Source: an optimization exercise on an open RTL-to-GDS flow (aim: small area, a short achievable clock period and few clock cycles). Production flows keep margins and buffers that such runs may drop. RTL that was checked went through simulation tests only; none was proved equivalent to the original. Function not checked in runs 2 to 5: the RTL went through the layout flow alone. Power is estimated from default activity; no workload was simulated.

==> flow/design.v, too long to show whole: its modules and the start of the top module <==
// module csa_fa: 10 lines
// module conv3x3_mac: 7997 lines
module conv3x3_mac #(
   parameter bit RELU = 1'b0
) (
   input  logic         i_clk,
   input  logic         i_rstn,
   input  logic [9:0]   i_num_ci,
   input  logic         i_valid,
   output logic         o_ready,
   input  logic [143:0] i_window,
   input  logic [143:0] i_weight,
   input  logic [15:0]  i_bias,
   output logic         o_valid,
   input  logic         i_ready,
   output logic [15:0]  o_data
);
  // ...
==> flow/flow/run.sh <==
#!/bin/bash
# The standard layout (the standard.sh, standard synthesis unchanged), except that the
# buffers every input and output port gets are plain buf_1 cells instead of the delay-buffer
# cell buffer_ports picks by default; repair_timing still resizes them where timing needs it.
set -euo pipefail
export BUFFER_PORTS_ARGS="-buffer_cell sky130_fd_sc_hd__buf_1"
bash standard.sh finish > standard.log 2>&1
==> flow/standard.sh <==
#!/bin/bash
# synth_recipe.tcl (not shown) runs the flow's synth.tcl, then flattens the netlist and writes it again
# the make line also repeats each setting of config.mk as NAME=value (left out here)
make -C /OpenROAD-flow-scripts/flow DESIGN_CONFIG=/design/flow/config.mk WORK_HOME=/design/flow/orfs CLKGATE_MAP_FILE= SYNTH_SCRIPT=/design/flow/synth_recipe.tcl "${@:-finish}"
==> flow/config.mk <==
export PLATFORM = sky130hd
export DESIGN_NAME = conv3x3_mac
export DESIGN_NICKNAME = conv3x3_mac
export VERILOG_FILES = /design/flow/design.v
export SDC_FILE = /design/flow/constraint.sdc
export NUM_CORES = 4
export LEC_CHECK = 0
export ABC_AREA = 1
export CAP_MARGIN = 20
export CORE_MARGIN = 2
export CORE_UTILIZATION = 40
export CTS_CLUSTER_DIAMETER = 60
export CTS_CLUSTER_SIZE = 30
export SETUP_SLACK_MARGIN = 4.6
export SLEW_MARGIN = 20
export SYNTH_HIERARCHICAL = 1
export SYNTH_MINIMUM_KEEP_SIZE = 0
==> flow/constraint.sdc <==
create_clock -name core_clock -period 8.0 [get_ports {i_clk}]
set_input_delay 1.6000 -clock core_clock [delete_from_list [all_inputs] [get_ports {i_clk}]]
set_output_delay 1.6000 -clock core_clock [all_outputs]
set_load 0.01 [all_outputs]
==> metrics.csv, run 1 <==
stage,metric,value,unit
power,NetSw,21.4,mW
critical_path,CP peak stage delay,0.77,ns
cells_and_area,area used by multi-input combinational logic,52900,µm²
cells_and_area,multi-input combinational cell count,5211,
critical_path,"Top cell by count, worst path",fa_1,
cells_and_area,proportion of layout cells with a drive suffix above 1,7.46,%
drt,TritonRoute pass-1 iters,7,
clock_tree,clk root buf,clkbuf_16,
power,PD cells,499,nW/µm²
logic_synthesis,combinational family with the most area after synthesis,adder cells,
cells_and_area,Reg with most FFs,xr,
cells_and_area,clock buffers,101,
logic_synthesis,post-synthesis sequential area ratio,28.7,%
power,Tot Pwr,43.5,mW
outcome,status,timing/DRC/antenna clean,
power,Clock Power,5.14,mW
power,Comb power frac,66.0,%
worst_hold_path,hold_sp,f_p[0],
drt,Residual DRC,0,
logic_synthesis,yosys warns,8,
logic_synthesis,post-synthesis mux area share,1.01,%
drt,Vias,58400,
cells_and_area,"Net count, final",9208,
drt,M1 wire length,124000,µm
global_route,first-pass GRT wire length,449000,µm
cells_and_area,Non-Clock Inverter Count,702,
cells_and_area,"Core Util, Final",44.1,%
floorplanning,Die ar.,202000,µm²
critical_path,"delay-heaviest family, CP",adder cells,
critical_path,WP buf/inv,1,
logic_synthesis,"area leader, netlist",fa_1,
floorplanning,die height,450,µm
floorplanning,Initial Utilization,40.3,%
worst_hold_path,Worst Hold Path EP,f_p[1],
critical_path,slowest CP cell,fa_1,
drt,routed len/inst,31.7,µm
logic_synthesis,XOR/XNOR Fraction of Synth Area,13.8,%
clock_tree,"Reg clk slew, reported paths",0.08,ns
logic_synthesis,Adder-Cell Fraction of Synth Area,34.6,%
drt,routed wl met3,30400,µm
place,DP Area,82600,µm²
Testbench counts, summed over its fixed seeds: cycles 45,039.
==> inputs of run 2 (changes only) <==
--- a/flow/design.v
+++ b/flow/design.v
@@ -12,16 +12,26 @@
    input  logic b,
    input  logic c,
    output logic s,
    output logic co
 );
    assign s  = a ^ b ^ c;
    assign co = (a & b) | (a & c) | (b & c);
 endmodule
+module booth_sel (
+   input  logic x1,
+   input  logic x0,
+   input  logic one,
+   input  logic two,
+   input  logic neg,
+   output logic p
+);
+   assign p = neg ^ ((one & x1) | (two & x0));
+endmodule
 module conv3x3_mac #(
    parameter bit RELU = 1'b0
 ) (
    input  logic         i_clk,
    input  logic         i_rstn,
    input  logic [9:0]   i_num_ci,
    input  logic         i_valid,
    output logic         o_ready,
@@ -34,28 +44,34 @@
 );
    logic       rdy_r, first_r, accept, last;
    logic [9:0] cnt;
    logic [2:0] pend;
    logic       rd, qwr;
    assign o_ready = rdy_r;
    assign accept  = i_valid & rdy_r;
    assign last    = first_r ? (i_num_ci[9:1] == 9'd0) : (cnt == 10'd1);
+   logic [2:0] pend_inc, pend_acc;
+   logic       rdy_if_rd, rdy_if_nrd;
+   assign pend_inc   = pend + {2'b0, accept & last};
+   assign pend_acc   = pend + {2'b0, accept};
+   assign rdy_if_rd  = pend_acc <= 3'd4;
+   assign rdy_if_nrd = pend_acc < 3'd4;
    always_ff @(posedge i_clk) begin
       if (!i_rstn) begin
          first_r <= 1'b1;
          pend    <= 3'd0;
          rdy_r   <= 1'b1;
       end else begin
          if (accept) begin
             first_r <= last;
             cnt     <= (first_r ? i_num_ci : cnt) - 10'd1;
          end
-         pend  <= pend + {2'b0, accept & last} - {2'b0, rd};
-         rdy_r <= (pend + {2'b0, accept} - {2'b0, rd}) < 3'd4;
+         pend  <= rd ? pend_inc - 3'd1 : pend_inc;
+         rdy_r <= rd ? rdy_if_rd : rdy_if_nrd;
       end
    end
    logic [143:0] xr;
    logic [71:0] b1r, b2r, bnr, b1d, b2d, bnd;
    always_comb begin
       for (int k = 0; k < 9; k++) begin
          for (int j = 0; j < 8; j++) begin
             logic w2, w1, w0;
@@ -7989,28 +8005,30 @@
    logic [15:0] res;
    assign sum = acc_s + acc_c;
    always_comb begin
       if (&sum[44:23] || ~|sum[44:23]) res = sum[23:8];
       else res = sum[44] ? 16'h8000 : 16'h7FFF;
       if (RELU && res[15]) res = 16'h0000;
    end
    assign qwr = res_r;
-   logic [15:0] q [4];
-   logic [2:0]  qn;
+   logic [15:0] q [4], q_rd [4], q_nrd [4];
+   logic [2:0]  qn, qn_w;
    assign rd = o_valid & i_ready;
    assign o_data = q[0];
    always_ff @(posedge i_clk) begin
       if (!i_rstn) begin
          qn      <= 3'd0;
          o_valid <= 1'b0;
       end else begin
-         qn      <= qn + {2'b0, qwr} - {2'b0, rd};
-         o_valid <= (qn + {2'b0, qwr} - {2'b0, rd}) != 3'd0;
+         qn      <= rd ? qn_w - 3'd1 : qn_w;
+         o_valid <= rd ? (qn_w != 3'd1) : (qn_w != 3'd0);
       end
+      for (int i = 0; i < 4; i++) q[i] <= rd ? q_rd[i] : q_nrd[i];
+   end
+   assign qn_w = qn + {2'b0, qwr};
+   always_comb begin
       for (int i = 0; i < 4; i++) begin
-         if (rd) begin
-            if (qwr && qn == 3'(i + 1)) q[i] <= res;
-            else if (i + 1 < 4) q[i] <= q[(i + 1) % 4];
-         end else if (qwr && qn == 3'(i)) q[i] <= res;
+         q_nrd[i] = (qwr && qn == 3'(i)) ? res : q[i];
+         q_rd[i]  = (qwr && qn == 3'(i + 1)) ? res : q[(i + 1) % 4];
       end
    end
 endmodule
==> flow/flow/run.sh (replaced) <==
#!/bin/bash
# The standard layout (the standard.sh, standard synthesis unchanged), except:
# - the buffers every input and output port gets are plain buf_1 cells instead of the
#   delay-buffer cell buffer_ports picks by default (repair_timing still resizes them);
# - clock tree synthesis adds no dummy balancing loads.
set -euo pipefail
export BUFFER_PORTS_ARGS="-buffer_cell sky130_fd_sc_hd__buf_1"
export CTS_ARGS="-sink_clustering_enable -repair_clock_nets -sink_clustering_size 30 -sink_clustering_max_diameter 60 -dont_use_dummy_load"
bash standard.sh finish > standard.log 2>&1
--- a/flow/config.mk
+++ b/flow/config.mk
@@ -6,12 +6,12 @@
 export NUM_CORES = 4
 export LEC_CHECK = 0
 export ABC_AREA = 1
 export CAP_MARGIN = 20
 export CORE_MARGIN = 2
 export CORE_UTILIZATION = 40
 export CTS_CLUSTER_DIAMETER = 60
 export CTS_CLUSTER_SIZE = 30
-export SETUP_SLACK_MARGIN = 4.6
+export SETUP_SLACK_MARGIN = 4.75
 export SLEW_MARGIN = 20
 export SYNTH_HIERARCHICAL = 1
 export SYNTH_MINIMUM_KEEP_SIZE = 0
==> metrics.csv, run 2 <==
stage,metric,value,unit,change
drt,Final ANT Viol Nets,0,,
global_route,largest net degree at the start of global routing,90,,
power,Reg power frac,22.6,%,
clock_tree,H-tree depth,3,,
logic_synthesis,Post-synth EDFFs,116,,
cells_and_area,most frequent cells in the layout,"fa_1 (1286), xor2_1 (1167), o22ai_1 (1078)",,
cells_and_area,design area,90400,µm²,
critical_path,CP peak stage delay,0.64,ns,-0.13 ns
global_route,vias in the first global route,60300,,
sta,Hold Worst Slack,0.303,ns,
clock_tree,clk root buf,clkbuf_16,,
clock_tree,latest clock arrival within the worst-skew pair,0.77,ns,
cells_and_area,proportion of layout cells with a drive suffix above 1,13.4,%,+6.0 points
drt,WL final,334000,µm,
power,Comb power frac,68.2,%,+2.2 points
cells_and_area,"Net count, final",9586,,+4.1%
floorplanning,die height,450,µm,about the same
sta,max_slew headroom,24.6,%,
power,Tot Pwr,42.4,mW,-2.5%
place,hpwl dp,261000,µm,
logic_synthesis,yosys warns,10,,+2
critical_path,Reg2Reg Setup Slack,4.68,ns,
drt,DRT iter0 DRCs,7092,,
place,GPL Wtd Cong,1.01,,
sta,Fin Setup TNS,0,ns,
critical_path,Worst Setup Path Type,reg -> reg,,
drt,Vias,60300,,+3.2%
cells_and_area,"Core Util, Final",45.7,%,+1.6 points
critical_path,CP required,8.64,ns,
drt,routed len/inst,31.8,µm,+0.27%
power,Net Sw Frac,48.8,%,
critical_path,critical path capture point type,flip-flop,,
clock_tree,"Reg clk slew, reported paths",0.09,ns,about the same
power,clock share of power,9.2,%,
drt,TritonRoute pass-1 iters,8,,+1
critical_path,worst path cell trace,"clkinvlp_4, o22ai_1, xor2_1, fa_1, fa_1, fa_1",,
logic_synthesis,"area leader, netlist",fa_1,,
worst_hold_path,hold_sp,p0_17_21,,
critical_path,Crit. Startpoint,b2r[48],,
critical_path,critical path peak fanout,15,,
cells_and_area,Fill cells,18500,,
logic_synthesis,Yosys reg bits,1075,,
sta,Worst Slack Setup Final,4.68,ns,
floorplanning,Die Span X,450,µm,
sta,# setup viols final,0,,
power,Peak supply drop,0.680,mV,
critical_path,Critical Path AT,3.96,ns,
sta,Final Max Tran Viols,0,,
floorplanning,row count,163,,
critical_path,Critical Path Stages,6,,
sta,Final Cycle Share,41.5,%,
floorplanning,Initial Utilization,40.3,%,about the same
logic_synthesis,Synth top area share,33.2,%,
sta,unrepaired setup endpoints after global routing,yes,,
drt,Vias/cell,5.74,,
logic_synthesis,post-synthesis cell area,79600,µm²,
worst_hold_path,HP Class,reg -> reg,,
logic_synthesis,syn nets,9248,,
place,Port Buf Inserts,335,,
clock_tree,# clock sinks,1075,,
floorplanning,I/O Pins,336,,
global_route,gr usage total,32.1,%,
global_route,gr ovfl total,0,,
place,DP Area,82700,µm²,+0.13%
sta,Tmin final,3.32,ns,
logic_synthesis,Synth top cells by count,"fa_1 (1321), xor2_1 (1175), o22ai_1 (1080)",,
place,Placed Cells,10100,,
critical_path,FF-to-FF path depth,6,,
logic_synthesis,"Top FF cell, synth",dfxtp_1,,
power,PD cells,469,nW/µm²,-6.0%
cells_and_area,Reg with most FFs,xr,,
floorplanning,Die ar.,203000,µm²,about the same
run,Max Cap Viol,0,,
logic_synthesis,Synth async-reset ratio,0,%,
clock_tree,CTS tree,built,,
sta,slew of the pin with the lowest slew margin,1.13,ns,
logic_synthesis,Synth Instances,7520,,
critical_path,CP startpoint kind,flip-flop,,
logic_synthesis,Syn Area/Cell,10.6,µm²,
global_route,initial antenna violation count,14,,
sta,Final Hold Vio Count,0,,
worst_hold_path,WHS Path Cells,0,,
outcome,status,timing/DRC/antenna clean,,
clock_tree,CTS buffer count,89,,
drt,Residual DRC,0,,unchanged
logic_synthesis,main area contributors after synthesis,"fa_1 (33%), dfxtp_1 (24%), xor2_1 (13%)",,
clock_tree,"Hold-fix buffers, CTS",0,,
global_route,first-pass GRT wire length,460000,µm,+2.5%
sta,Clock Skews,0.101,ns,
place,Placement Setup Slack,4.02,ns,
cells_and_area,fin cells,10500,,
logic_synthesis,post-synthesis sequential area ratio,28.5,%,-0.23 points
power,Int Pwr,21.7,mW,
critical_path,slowest CP cell,fa_1,,
logic_synthesis,"Distinct cells, synth",42,,
logic_synthesis,"count leader, synth",fa_1,,
critical_path,r2r startpoint,b2r[48],,
cells_and_area,"commonest non-fill, non-tap cell in the layout",fa_1,,
power,NetSw,20.7,mW,-3.5%
critical_path,WP buf/inv,1,,unchanged
floorplanning,core footprint,198000,µm²,
sta,achievable frequency,301,MHz,
power,Leakage,37.2,nW,
cells_and_area,number of flip-flops in the largest register,144,,
clock_tree,clock buffer depth,3,,
critical_path,"Top cell by count, worst path",fa_1,,
cells_and_area,synthesis-to-finish area growth,13.5,%,
critical_path,"delay-heaviest family, CP",adder cells,,
run 2: cell count changes in the layout (fill, tap and decap cells not counted), sizes merged, moves of 18 or more:
| cell | previous run | this run |
|---|---|---|
| inv | 734 | 586 |
| buf | 397 | 715 |
| nand3 | 192 | 210 |
| clkinv | 28 | 0 |
| nor2 | 328 | 363 |
| clkinvlp | 11 | 110 |
run 2: repair_timing:
item,CTS,global route
cloned,2,6
endpoints found under the setup margin,134,133
gates resized for setup,216,269
pin swaps,6,58
hold endpoints to repair,0,0
setup buffers,130,195
run 2: per-layer routing:
layer  vias up  share of wire, %  global-route usage (%)
met5         -             0.012                       0
met4         6               7.7                    19.0
met3       827                10                    8.11
met2      3756                44                    49.7
met1     30700                38                    40.5
li1      25100                 -                       -
run 2: layout make-up:
| class | count | area (µm²) | area share [%] |
|---|---|---|---|
| repair buffers | 718 | 5110 | 5.65 |
| multi-input cells | 5278 | 54000 | 59.7 |
| flip-flops and latches | 1075 | 22700 | 25.2 |
| clock buffers | 89 | 2230 | 2.46 |
| inverters | 695 | 3020 | 3.34 |
| repair inverters | 1 | 5.00 | 0.00554 |
| well taps | 2640 | 3300 | 3.65 |
| diodes | 5 | 12.5 | 0.0138 |
run 2: final timing paths:
path             end
max           p0_2_1
min          p1_17_5
max reg2reg   p0_2_1
min reg2reg  p1_17_5
run 2: worst reg2reg max path, stage by stage (launching register included):
cell and delay (ns):
dfxtp_1 0.37, clkinvlp_4 0.35, o22ai_1 0.48, xor2_1 0.51, fa_1 0.64, fa_1 0.45, fa_1 0.44
run 2: power groups by stage:
| stage | clock, mW | sequential, mW | combinational (mW) |
|---|---|---|---|
| final | 3.91 | 9.57 | 28.9 |
| after CTS | 3.99 | 9.54 | 27.6 |
| after floorplan | 0 | 8.89 | 14.3 |
| after global routing | 4.15 | 9.68 | 30.5 |
| after global placement | 0 | 9.60 | 27.0 |
| after detailed placement | 0 | 9.62 | 27.3 |
run 2: cells by family (layout without fill, tap and decap cells):
| group | after synthesis | in the layout | share of synthesized area, % |
|---|---|---|---|
| muxes | 66 | 66 | 0.929 |
| xor gates and xnor gates | 1252 | 1252 | 13.8 |
| and+or+nand+nor | 1318 | 1319 | 7.09 |
| other | 0 | 5 | 0 |
| AOI/OAI and AO/OA | 1231 | 1231 | 9.50 |
| adders and majority gates | 1410 | 1410 | 34.6 |
| DFF | 1075 | 1075 | 28.5 |
| buffers and inverters | 1168 | 1503 | 5.58 |
run 2: Yosys stat by module (local to each module, per instance):
module | cells inside | area, µm²
conv3x3_mac | 6199 | 53100
csa_fa | 1 | 20.0
==> inputs of run 3 (changes only) <==
--- a/flow/config.mk
+++ b/flow/config.mk
@@ -11,6 +11,7 @@
 export CORE_UTILIZATION = 40
 export CTS_CLUSTER_DIAMETER = 60
 export CTS_CLUSTER_SIZE = 30
+export PLACE_DENSITY = 0.5
 export SETUP_SLACK_MARGIN = 4.75
 export SLEW_MARGIN = 20
 export SYNTH_HIERARCHICAL = 1
==> metrics.csv, run 3 <==
stage,metric,value,unit,change
outcome,status,timing/DRC/antenna clean,,
critical_path,critical path capture point type,flip-flop,,
logic_synthesis,post-synthesis sequential area ratio,28.5,%,unchanged
floorplanning,row count,163,,unchanged
sta,# setup viols final,0,,unchanged
floorplanning,Initial Utilization,40.3,%,unchanged
sta,achievable frequency,296,MHz,-1.7%
drt,Vias,58500,,-3.0%
cells_and_area,area used by multi-input combinational logic,54400,µm²,+0.74%
sta,Final Hold Vio Count,0,,unchanged
sta,Fin Setup TNS,0,ns,unchanged
critical_path,CP startpoint kind,flip-flop,,
drt,TritonRoute pass-1 iters,5,,-3
power,Leakage,36.6,nW,-1.6%
drt,top sig layer,met5,,
critical_path,Worst Setup Path Type,reg -> reg,,
clock_tree,latest clock arrival within the worst-skew pair,0.80,ns,+0.03 ns
cells_and_area,Reg with most FFs,xr,,
clock_tree,CTS buffer count,96,,+7.9%
critical_path,r2r startpoint,xr[122],,
global_route,largest net degree at the start of global routing,90,,unchanged
critical_path,CP peak stage delay,0.74,ns,+0.10 ns
sta,unrepaired setup endpoints after global routing,yes,,
logic_synthesis,Synth top area share,33.2,%,unchanged
critical_path,CP required,8.61,ns,-0.03 ns
floorplanning,die height,450,µm,unchanged
floorplanning,Die ar.,203000,µm²,unchanged
logic_synthesis,Yosys reg bits,1075,,unchanged
drt,DRT iter0 DRCs,5931,,-16%
cells_and_area,number of flip-flops in the largest register,144,,unchanged
sta,slew of the pin with the lowest slew margin,1.04,ns,-0.0940 ns
place,hpwl dp,265000,µm,+1.4%
cells_and_area,most frequent cells in the layout,"fa_1 (1289), xor2_1 (1168), o22ai_1 (1080)",,
sta,Clock Skews,0.130,ns,+0.0292 ns
drt,M1 wire length,132000,µm,+5.4%
cells_and_area,Register Area,22800,µm²,about the same
power,Peak supply drop,0.587,mV,-14%
worst_hold_path,HP Class,reg -> reg,,
clock_tree,clock buffer depth,3,,unchanged
critical_path,Reg2Reg Setup Slack,4.62,ns,-0.06 ns
clock_tree,CTS tree,built,,
worst_hold_path,WHS Path Cells,0,,unchanged
logic_synthesis,"Top FF cell, synth",dfxtp_1,,
logic_synthesis,Post-synth EDFFs,116,,unchanged
critical_path,worst path cell trace,"inv_1, o22ai_1, xor2_1, fa_1, fa_1, fa_1",,
sta,Worst Slack Setup Final,4.62,ns,-0.0582 ns
run,Max Cap Viol,0,,unchanged
critical_path,slowest CP cell,fa_1,,
floorplanning,I/O Pins,336,,unchanged
critical_path,reg2reg end,p0_11_15,,
logic_synthesis,Synth top cells by count,"fa_1 (1321), xor2_1 (1175), o22ai_1 (1080)",,
drt,WL final,334000,µm,+0.14%
drt,met2 wire len,150000,µm,+1.1%
global_route,gr ovfl total,0,,unchanged
cells_and_area,"Net count, final",9449,,-1.4%
cells_and_area,Fill cells,18700,,+1.2%
place,Placement Setup Slack,3.84,ns,-0.183 ns
drt,Vias/cell,5.64,,-1.7%
worst_hold_path,Worst Hold Path EP,l_p[2],,
logic_synthesis,yosys warns,10,,unchanged
cells_and_area,"commonest non-fill, non-tap cell in the layout",fa_1,,
place,Port Buf Inserts,335,,unchanged
cells_and_area,fin cells,10400,,-1.3%
clock_tree,"Reg clk slew, reported paths",0.09,ns,about the same
sta,Final Max Tran Viols,0,,unchanged
clock_tree,H-tree depth,3,,unchanged
cells_and_area,proportion of layout cells with a drive suffix above 1,11.9,%,-1.5 points
global_route,first-pass GRT wire length,462000,µm,+0.45%
drt,routed len/inst,32.2,µm,+1.4%
clock_tree,clk root buf,clkbuf_16,,
drt,Residual DRC,0,,unchanged
logic_synthesis,syn nets,9248,,unchanged
drt,Final ANT Viol Nets,0,,unchanged
global_route,vias in the first global route,59300,,-1.6%
logic_synthesis,"count leader, synth",fa_1,,
place,GPL Wtd Cong,0.991,,-2.2%
power,PD cells,480,nW/µm²,+2.4%
cells_and_area,synthesis-to-finish area growth,12.5,%,
critical_path,critical path peak fanout,16,,+1
critical_path,"Top cell by count, worst path",fa_1,,
sta,max_slew headroom,31.0,%,+6.4 points
critical_path,Critical Path AT,3.99,ns,+0.03 ns
place,Placed Cells,10100,,-0.069%
logic_synthesis,post-synthesis cell area,79600,µm²,unchanged
global_route,initial antenna violation count,13,,-1
floorplanning,core footprint,198000,µm²,unchanged
logic_synthesis,Synth async-reset ratio,0,%,unchanged
critical_path,FF-to-FF path depth,6,,unchanged
worst_hold_path,hold_sp,l_p[1],,
logic_synthesis,Synth Instances,7520,,unchanged
drt,routed wl met3,29300,µm,-13%
logic_synthesis,"area leader, netlist",fa_1,,
global_route,gr usage total,32.4,%,+0.26 points
logic_synthesis,"Distinct cells, synth",42,,unchanged
sta,Hold Worst Slack,0.313,ns,+0.00978 ns
sta,Tmin final,3.38,ns,+0.0582 ns
clock_tree,# clock sinks,1075,,unchanged
logic_synthesis,main area contributors after synthesis,"fa_1 (33%), dfxtp_1 (24%), xor2_1 (13%)",,
sta,Final Cycle Share,42.2,%,+0.73 points
logic_synthesis,Syn Area/Cell,10.6,µm²,unchanged
floorplanning,Die Span X,450,µm,unchanged
-- run 3: cell counts after synthesis --
Identical to the previous run, type by type.
-- run 3: critical path, delay by kind of cell, from the launching register on --
family / cells / cell delay [ns]
flops: 1 / 0.31
compound gates: 1 / 0.18
fa+ha+maj: 3 / 1.93
buf+inv: 1 / 0.60
xor+xnor: 1 / 0.21
-- run 3: report_power, final --
| group | leakage, nW | switching (mW) | internal, mW | total [mW] |
|---|---|---|---|---|
| registers | 9.13 | 1.36 | 8.12 | 9.49 |
| clock network | 1.18 | 2.01 | 2.09 | 4.10 |
| logic | 26.3 | 17.8 | 11.6 | 29.4 |
-- run 3: routing by layer --
| layer | vias up | GRT usage [%] |
|---|---|---|
| met5 | - | 0 |
| met4 | 8 | 16.8 |
| met3 | 614 | 7.22 |
| met2 | 3000 | 50.2 |
| met1 | 30100 | 42.3 |
| li1 | 24800 | - |
-- run 3: worst max-delay path by stage --
stage	start	to	slack (ns)	cells past startpoint
final	xr[122]	p0_11_15	4.62	6
after global routing	acc_s[38]	q[0][11]	4.55	20
after CTS	acc_s[23]	q[0][11]	4.74	17
after detailed placement	acc_s[22]	q[0][10]	3.84	18
after global placement	acc_s[22]	q[0][11]	3.80	18
after floorplan	i_ready	q[0][0]	4.94	4
-- run 3: cell families (layout without fill, tap and decap cells) --
| family | after synthesis | in the layout | synth area share [%] |
|---|---|---|---|
| mux | 66 | 66 | 0.929 |
| fa+ha+maj | 1410 | 1410 | 34.6 |
| xor+xnor | 1252 | 1252 | 13.8 |
| flops | 1075 | 1075 | 28.5 |
| compound gates | 1231 | 1231 | 9.50 |
| other cells | 0 | 7 | 0 |
| buf+inv | 1168 | 1366 | 5.58 |
| simple gates | 1318 | 1319 | 7.09 |
-- run 3: area by class of cell --
cell class / count / share of cell area [%]
timing repair buffer: 575 / 4.21
inverter: 695 / 3.25
multi-input combinational: 5278 / 60.7
clock buffer: 96 / 2.68
tap: 2640 / 3.69
sequential: 1075 / 25.4
antenna: 7 / 0.0196
-- run 3: repair_timing --
item / CTS / global route
gates cloned: 3 / 8
setup endpoints to repair: 166 / 121
hold buffers: 0 / 0
buffers inserted: 62 / 123
resized for setup: 202 / 318
pin swaps: 8 / 100
-- run 3: through the flow --
stage / power [mW] / area [µm²] / util [%]
finish: 43.0 / 89500 / 45.3
global route: 45.2 / 89500 / 45.3
CTS: 42.0 / 86500 / 43.8
detailed placement: 37.6 / 82700 / 41.8
global placement: 37.4 / 82700 / 41.8
floorplan: 23.2 / 79600 / -
-- run 3: Yosys stat by module (local to each module, per instance) --
module,copies in the design,area (µm²)
csa_fa,1321,20.0
conv3x3_mac,1,53100
==> inputs of run 4 (changes only) <==
==> flow/flow/run.sh (replaced) <==
#!/bin/bash
# The standard layout (the standard.sh, standard synthesis unchanged), except that the
# buffers every input and output port gets are plain buf_1 cells instead of the delay-buffer
# cell buffer_ports picks by default; repair_timing still resizes them where timing needs it.
set -euo pipefail
export BUFFER_PORTS_ARGS="-buffer_cell sky130_fd_sc_hd__buf_1"
bash standard.sh finish > standard.log 2>&1
--- a/flow/config.mk
+++ b/flow/config.mk
@@ -11,8 +11,7 @@
 export CORE_UTILIZATION = 40
 export CTS_CLUSTER_DIAMETER = 60
 export CTS_CLUSTER_SIZE = 30
-export PLACE_DENSITY = 0.5
-export SETUP_SLACK_MARGIN = 4.75
+export SETUP_SLACK_MARGIN = 4.6
 export SLEW_MARGIN = 20
 export SYNTH_HIERARCHICAL = 1
 export SYNTH_MINIMUM_KEEP_SIZE = 0
==> metrics.csv, run 4 <==
stage,metric,value,unit,change
outcome,status,timing/DRC/antenna clean,,
power,Peak supply drop,0.519,mV,-12%
cells_and_area,"commonest non-fill, non-tap cell in the layout",fa_1,,
critical_path,slowest CP cell,fa_1,,
global_route,largest net degree at the start of global routing,90,,unchanged
sta,Worst Slack Setup Final,4.51,ns,-0.112 ns
global_route,gr usage total,31.6,%,-0.75 points
critical_path,critical path capture point type,flip-flop,,
worst_hold_path,HP Class,reg -> reg,,
global_route,first-pass GRT wire length,456000,µm,-1.4%
drt,routed len/inst,31.6,µm,-1.9%
drt,Vias,59000,,+0.91%
cells_and_area,Reg with most FFs,xr,,
logic_synthesis,Post-synth EDFFs,116,,unchanged
logic_synthesis,syn nets,9248,,unchanged
sta,Tmin final,3.49,ns,+0.112 ns
logic_synthesis,"Top FF cell, synth",dfxtp_1,,
floorplanning,I/O Pins,336,,unchanged
logic_synthesis,Synth Instances,7520,,unchanged
cells_and_area,"Core Util, Final",44.5,%,-0.80 points
logic_synthesis,Yosys reg bits,1075,,unchanged
clock_tree,clk root buf,clkbuf_16,,
global_route,gr ovfl total,0,,unchanged
clock_tree,"Reg clk slew, reported paths",0.09,ns,about the same
logic_synthesis,post-synthesis cell area,79600,µm²,unchanged
critical_path,Critical Path AT,4.12,ns,+0.13 ns
clock_tree,"Hold-fix buffers, CTS",0,,unchanged
clock_tree,CTS tree,built,,
logic_synthesis,Synth async-reset ratio,0,%,unchanged
critical_path,CP required,8.63,ns,+0.02 ns
logic_synthesis,Synth top area share,33.2,%,unchanged
critical_path,CP peak stage delay,0.80,ns,+0.06 ns
sta,unrepaired setup endpoints after global routing,yes,,
sta,Final Max Tran Viols,0,,unchanged
clock_tree,latest clock arrival within the worst-skew pair,0.78,ns,-0.02 ns
sta,achievable frequency,286,MHz,-3.2%
place,DP Area,82700,µm²,about the same
place,GPL Wtd Cong,1.02,,+3.2%
critical_path,WP buf/inv,1,,unchanged
floorplanning,core footprint,198000,µm²,unchanged
critical_path,"delay-heaviest family, CP",adder cells,,
critical_path,worst path cell trace,"inv_1, o22ai_1, xor2_1, fa_1, fa_1, fa_1",,
run,Max Cap Viol,0,,unchanged
clock_tree,CTS buffer count,94,,-2.1%
place,Placement Setup Slack,3.91,ns,+0.0741 ns
drt,Final ANT Viol Nets,0,,unchanged
floorplanning,Die Span X,450,µm,unchanged
sta,# setup viols final,0,,unchanged
cells_and_area,design area,87900,µm²,-1.8%
logic_synthesis,yosys warns,10,,unchanged
place,Placed Cells,10100,,+0.040%
cells_and_area,"Net count, final",9304,,-1.5%
drt,Residual DRC,0,,unchanged
sta,Final Hold Vio Count,0,,unchanged
power,Tot Pwr,43.3,mW,+0.75%
drt,TritonRoute pass-1 iters,9,,+4
logic_synthesis,"count leader, synth",fa_1,,
cells_and_area,synthesis-to-finish area growth,10.5,%,
logic_synthesis,main area contributors after synthesis,"fa_1 (33%), dfxtp_1 (24%), xor2_1 (13%)",,
floorplanning,Die ar.,203000,µm²,unchanged
logic_synthesis,"Distinct cells, synth",42,,unchanged
sta,slew of the pin with the lowest slew margin,1.21,ns,+0.170 ns
cells_and_area,proportion of layout cells with a drive suffix above 1,8.45,%,-3.5 points
critical_path,Worst Setup Path Type,reg -> reg,,
clock_tree,# clock sinks,1075,,unchanged
power,Leakage,36.5,nW,-0.14%
logic_synthesis,Syn Area/Cell,10.6,µm²,unchanged
critical_path,"Top cell by count, worst path",fa_1,,
cells_and_area,number of flip-flops in the largest register,144,,unchanged
cells_and_area,fin cells,10300,,-0.62%
sta,Fin Setup TNS,0,ns,unchanged
global_route,vias in the first global route,59500,,+0.31%
sta,Clock Skews,0.0634,ns,-0.0667 ns
global_route,initial antenna violation count,13,,unchanged
cells_and_area,most frequent cells in the layout,"fa_1 (1315), xor2_1 (1173), o22ai_1 (1080)",,
logic_synthesis,Synth top cells by count,"fa_1 (1321), xor2_1 (1175), o22ai_1 (1080)",,
critical_path,critical path peak fanout,16,,unchanged
drt,Vias/cell,5.73,,+1.5%
clock_tree,clock buffer depth,3,,unchanged
power,PD cells,493,nW/µm²,+2.6%
floorplanning,row count,163,,unchanged
floorplanning,die height,450,µm,unchanged
sta,Final Cycle Share,43.6,%,+1.4 points
drt,DRT iter0 DRCs,7254,,+22%
sta,max_slew headroom,19.5,%,-11 points
place,hpwl dp,258000,µm,-2.5%
clock_tree,H-tree depth,3,,unchanged
critical_path,CP startpoint kind,flip-flop,,
logic_synthesis,post-synthesis sequential area ratio,28.5,%,unchanged
drt,WL final,326000,µm,-2.5%
sta,Hold Worst Slack,0.328,ns,+0.0157 ns
logic_synthesis,"area leader, netlist",fa_1,,
place,Port Buf Inserts,335,,unchanged
floorplanning,Initial Utilization,40.3,%,unchanged
run 4: cell count changes in the layout (fill, tap and decap cells not counted), moves of 34 or more:
cell / previous run / this run
buf_12: 44 / 6
clkinvlp_4: 79 / 14
nand3_2: 67 / 29
nand3_4: 36 / 2
buf_4: 185 / 88
nand3_1: 107 / 179
inv_1: 610 / 684
run 4: final cells by class:
type / instances / area [µm²]
Multi-Input combinational cell: 5278 / 53600
Antenna cell: 4 / 10.0
Sequential cell: 1075 / 22700
Fill cell: 18600 / 110000
Clock buffer: 103 / 2500
Timing Repair Buffer: 432 / 2120
Inverter: 695 / 2640
Clock inverter: 75 / 1070
Tap cell: 2640 / 3300
run 4: repair_timing:
action / 4_1_cts / 5_1_grt
resized for setup: 47 / 211
setup endpoints to repair: 74 / 83
setup buffers: 0 / 45
cloned: 2 / 2
pin swaps: 0 / 36
run 4: Yosys stat by module (local to each module, per instance):
module       cell area, µm²  flops+latches
conv3x3_mac           53100           1075
csa_fa                 20.0              0
run 4: worst paths after layout:
check          from  endpoint  slack, ns  depth (start not counted)
min reg2reg  f_p[0]    f_p[1]       0.33                          0
max reg2reg  xr[83]    p0_6_8       4.51                          6
min          f_p[0]    f_p[1]       0.33                          0
max          xr[83]    p0_6_8       4.51                          6
run 4: logic make-up after synthesis:
| kind of cell | count (synthesis) | synth area share, % |
|---|---|---|
| adders and majority gates | 1410 | 34.6 |
| AOI/OAI and AO/OA | 1231 | 9.50 |
| buffers and inverters | 1168 | 5.58 |
| DFF | 1075 | 28.5 |
| muxes | 66 | 0.929 |
| xor gates and xnor gates | 1252 | 13.8 |
| and+or+nand+nor | 1318 | 7.09 |
run 4: metal layers:
| metal | vias up | global-route usage, % | share of wire, % |
|---|---|---|---|
| met5 | - | 0 | 0.0034 |
| met4 | 2 | 19.6 | 8.2 |
| met3 | 785 | 7.58 | 9.8 |
| met2 | 3519 | 48.4 | 44 |
| met1 | 30100 | 40.3 | 38 |
| li1 | 24600 | - | - |
run 4: power breakdown:
group / internal [mW] / leakage (nW) / total [mW] / switching, mW
clock network: 2.59 / 1.71 / 5.17 / 2.58
registers: 8.12 / 9.13 / 9.51 / 1.39
logic: 11.3 / 25.7 / 28.6 / 17.3
total: 22.0 / 36.5 / 43.3 / 21.3
==> inputs of run 5 (changes only) <==
--- a/flow/config.mk
+++ b/flow/config.mk
@@ -11,7 +11,7 @@
 export CORE_UTILIZATION = 40
 export CTS_CLUSTER_DIAMETER = 60
 export CTS_CLUSTER_SIZE = 30
-export SETUP_SLACK_MARGIN = 4.6
+export SETUP_SLACK_MARGIN = 4.75
 export SLEW_MARGIN = 20
 export SYNTH_HIERARCHICAL = 1
 export SYNTH_MINIMUM_KEEP_SIZE = 0
==> metrics.csv, run 5 <==
stage,metric,value,unit,change
floorplanning,row count,163,,unchanged
critical_path,Reg2Reg Setup Slack,4.70,ns,+0.19 ns
floorplanning,Initial Utilization,40.3,%,unchanged
cells_and_area,number of flip-flops in the largest register,144,,unchanged
place,Port Buf Inserts,335,,unchanged
clock_tree,"Reg clk slew, reported paths",0.08,ns,about the same
sta,slew of the pin with the lowest slew margin,1.06,ns,-0.149 ns
logic_synthesis,post-synthesis cell area,79600,µm²,unchanged
place,Placement Setup Slack,4.02,ns,+0.109 ns
sta,Final Max Tran Viols,0,,unchanged
critical_path,critical path capture point type,flip-flop,,
sta,# setup viols final,0,,unchanged
logic_synthesis,Synth top area share,33.2,%,unchanged
logic_synthesis,"area leader, netlist",fa_1,,
sta,achievable frequency,303,MHz,+5.8%
cells_and_area,design area,91700,µm²,+4.3%
logic_synthesis,Synth Instances,7520,,unchanged
worst_hold_path,HP Class,reg -> reg,,
logic_synthesis,Synth top cells by count,"fa_1 (1321), xor2_1 (1175), o22ai_1 (1080)",,
floorplanning,Die Span X,450,µm,unchanged
critical_path,CP peak stage delay,0.79,ns,about the same
global_route,gr ovfl total,0,,unchanged
sta,Tmin final,3.30,ns,-0.192 ns
logic_synthesis,Syn Area/Cell,10.6,µm²,unchanged
critical_path,CP startpoint kind,flip-flop,,
global_route,vias in the first global route,60500,,+1.6%
critical_path,CP required,8.66,ns,+0.03 ns
drt,Vias,60300,,+2.1%
sta,max_slew headroom,29.5,%,+10 points
clock_tree,CTS buffer count,89,,-5.3%
place,DP Area,82700,µm²,about the same
critical_path,FF-to-FF path depth,6,,unchanged
sta,Final Hold Vio Count,0,,unchanged
clock_tree,# clock sinks,1075,,unchanged
place,hpwl dp,261000,µm,+1.2%
clock_tree,H-tree depth,3,,unchanged
clock_tree,clock buffer depth,3,,unchanged
drt,TritonRoute pass-1 iters,6,,-3
sta,Final Cycle Share,41.2,%,-2.4 points
logic_synthesis,Post-synth EDFFs,116,,unchanged
clock_tree,clk root buf,clkbuf_16,,
cells_and_area,most frequent cells in the layout,"fa_1 (1287), xor2_1 (1165), o22ai_1 (1079)",,
logic_synthesis,"count leader, synth",fa_1,,
clock_tree,latest clock arrival within the worst-skew pair,0.77,ns,about the same
floorplanning,core footprint,198000,µm²,unchanged
critical_path,reg2reg end,p0_18_18,,
logic_synthesis,Yosys reg bits,1075,,unchanged
cells_and_area,Reg with most FFs,xr,,
cells_and_area,synthesis-to-finish area growth,15.2,%,
power,Reg power frac,22.0,%,about the same
worst_hold_path,Worst Hold Path EP,f_p[2],,
cells_and_area,"commonest non-fill, non-tap cell in the layout",fa_1,,
logic_synthesis,main area contributors after synthesis,"fa_1 (33%), dfxtp_1 (24%), xor2_1 (13%)",,
power,NetSw,21.1,mW,-0.86%
power,Leakage,37.7,nW,+3.1%
global_route,initial antenna violation count,13,,unchanged
sta,unrepaired setup endpoints after global routing,yes,,
logic_synthesis,syn nets,9248,,unchanged
global_route,first-pass GRT wire length,460000,µm,+1.0%
worst_hold_path,hold_sp,f_p[1],,
logic_synthesis,"Top FF cell, synth",dfxtp_1,,
critical_path,worst path cell trace,"inv_1, o22ai_1, xor2_1, fa_1, fa_1, fa_1",,
worst_hold_path,WHS Path Cells,0,,unchanged
critical_path,"Top cell by count, worst path",fa_1,,
power,Comb power frac,66.1,%,about the same
logic_synthesis,"Distinct cells, synth",42,,unchanged
power,Peak supply drop,0.683,mV,+31%
critical_path,Worst Setup Path Type,reg -> reg,,
run,Max Cap Viol,0,,unchanged
floorplanning,die height,450,µm,unchanged
power,clock share of power,11.9,%,about the same
clock_tree,CTS tree,built,,
sta,Fin Setup TNS,0,ns,unchanged
drt,Final ANT Viol Nets,0,,unchanged
critical_path,Critical Path AT,3.96,ns,-0.16 ns
cells_and_area,"Net count, final",9577,,+2.9%
logic_synthesis,post-synthesis sequential area ratio,28.5,%,unchanged
power,Int Pwr,22.4,mW,+1.6%
global_route,largest net degree at the start of global routing,90,,unchanged
floorplanning,Die ar.,203000,µm²,unchanged
sta,Clock Skews,0.0508,ns,-0.0127 ns
logic_synthesis,yosys warns,10,,unchanged
drt,Residual DRC,0,,unchanged
place,GPL Wtd Cong,1.01,,-0.95%
outcome,status,timing/DRC/antenna clean,,
critical_path,critical path peak fanout,15,,-1
critical_path,slowest CP cell,fa_1,,
sta,Worst Slack Setup Final,4.70,ns,+0.192 ns
cells_and_area,proportion of layout cells with a drive suffix above 1,14.1,%,+5.6 points
drt,DRT iter0 DRCs,6698,,-7.7%
critical_path,r2r startpoint,b1r[11],,
floorplanning,I/O Pins,336,,unchanged
logic_synthesis,Synth async-reset ratio,0,%,unchanged
global_route,gr usage total,32.1,%,+0.47 points
drt,Vias/cell,5.70,,-0.51%
power,Net Sw Frac,48.5,%,-0.62 points
drt,WL final,333000,µm,+2.3%
power,PD cells,474,nW/µm²,-3.8%
drt,routed len/inst,31.5,µm,-0.29%
[run 5: layout make-up]
type	instances	area (µm²)
sequential	1075	22700
antenna	4	10.0
fill	18300	106000
tap	2640	3300
multi-input combinational	5277	53900
inverter	695	3060
clock inverter	64	1060
clock buffer	103	2430
timing repair buffer	711	5200
[run 5: metrics by stage]
stage / power [mW] / instances / hold slack [ns] / util, %
floorplan: 23.2 / 7520 / 0.310 / -
global placement: 36.6 / 10100 / 0.310 / 41.9
detailed placement: 36.9 / 10100 / 0.312 / 41.9
CTS: 42.4 / 10300 / 0.329 / 44.7
global route: 45.6 / 10600 / 0.335 / 46.4
finish: 43.5 / 10600 / 0.329 / 46.4
[run 5: critical path: cells and delay by family, from the launching register on]
family / cells / cell delay [ns]
flops: 1 / 0.36
xor+xnor: 1 / 0.20
fa+ha+maj: 3 / 1.82
buf+inv: 1 / 0.58
compound gates: 1 / 0.23
[run 5: what timing repair did]
item / 4_1_cts / 5_1_grt
pin swaps: 3 / 66
cloned: 2 / 4
setup buffers: 103 / 215
endpoints found under the setup margin: 136 / 136
hold buffers: 0 / 0
endpoints found under the hold margin: 0 / 0
gates resized for setup: 224 / 249
[run 5: power by group through the flow]
stage                     Clock [mW]  Combinational (mW)  Sequential, mW
after detailed placement           0                27.3            9.62
after global placement             0                27.0            9.60
after global routing            5.42                30.5            9.67
after floorplan                    0                14.3            8.89
after CTS                       5.24                27.6            9.54
final                           5.16                28.8            9.56
[run 5: logic make-up (layout without fill, tap and decap cells)]
| logic type | after synthesis | count (layout) | synth area share (%) |
|---|---|---|---|
| AND/OR/NAND/NOR | 1318 | 1318 | 7.09 |
| multiplexers | 66 | 66 | 0.929 |
| buffers and inverters | 1168 | 1573 | 5.58 |
| other | 0 | 4 | 0 |
| AO/OA/AOI/OAI | 1231 | 1231 | 9.50 |
| adder cells (fa/ha/maj) | 1410 | 1410 | 34.6 |
| flip-flops | 1075 | 1075 | 28.5 |
| XOR/XNOR | 1252 | 1252 | 13.8 |
[run 5: modules after synthesis, one instance, submodules excluded]
module | cell area, µm² | flip-flops and latches | cells inside | copies in the design
conv3x3_mac | 53100 | 1075 | 6199 | 1
csa_fa | 20.0 | 0 | 1 | 1321
[run 5: worst max path at each step]
stage | slack, ns | to | startpoint
finish | 4.70 | p0_18_18 | b1r[11]
global route | 4.70 | p0_16_19 | xr[12]
CTS | 4.70 | p0_6_8 | xr[84]
detailed placement | 4.02 | q[0][2] | acc_s[21]
global placement | 4.06 | q[0][11] | acc_s[31]
floorplan | 4.94 | q[0][0] | i_ready
[run 5: layer usage]
| layer | track usage [%] | routed length (µm) | up-vias |
|---|---|---|---|
| met5 | 0 | 70 | - |
| met4 | 20.3 | 27000 | 6 |
| met3 | 8.27 | 33100 | 812 |
| met2 | 49.0 | 147000 | 3636 |
| met1 | 40.5 | 126000 | 30700 |
| li1 | - | - | 25100 |

-- what the ideal ports hide --
The flow's constraints put no driver on any port. The routed layouts listed below were extracted and timed again, unchanged, in two steps. Step 1, drivers: a clkbuf_16 drives i_clk and a buf_2 each remaining input, both assumed. Step 2 also shifts input and output timing later by t, the mid clock arrival at the registers, as if the neighbouring blocks saw the same clock. a / b / c = ideal ports / drivers / drivers and shift; a / b = the first two.
run | shift t [ns] | setup slack, ns | hold WS [ns] | worst setup path at the end | worst data-port slew with drivers (ns)
run 1 | 0.855 | 4.547 / 4.547 / 3.994 | 0.329 / 0.329 / 0.329 | input to register | 0.09
run 2 | 0.818 | 4.679 / 4.679 / 4.234 | 0.303 / 0.303 / 0.303 | input to register | 0.13
run 3 | 0.828 | 4.621 / 4.621 / 4.086 | 0.313 / 0.313 / 0.313 | input to register | 0.08
run 4 | 0.841 | 4.508 / 4.508 / 4.061 | 0.328 / 0.328 / 0.328 | input to register | 0.10
run 5 | 0.851 | 4.701 / 4.701 / 4.260 | 0.329 / 0.329 / 0.329 | input to register | 0.10
After both steps every run listed still meets setup and hold. The setup slack of run 1, which loses most, moves by 0.000 ns with the drivers and by -0.553 ns with both steps.
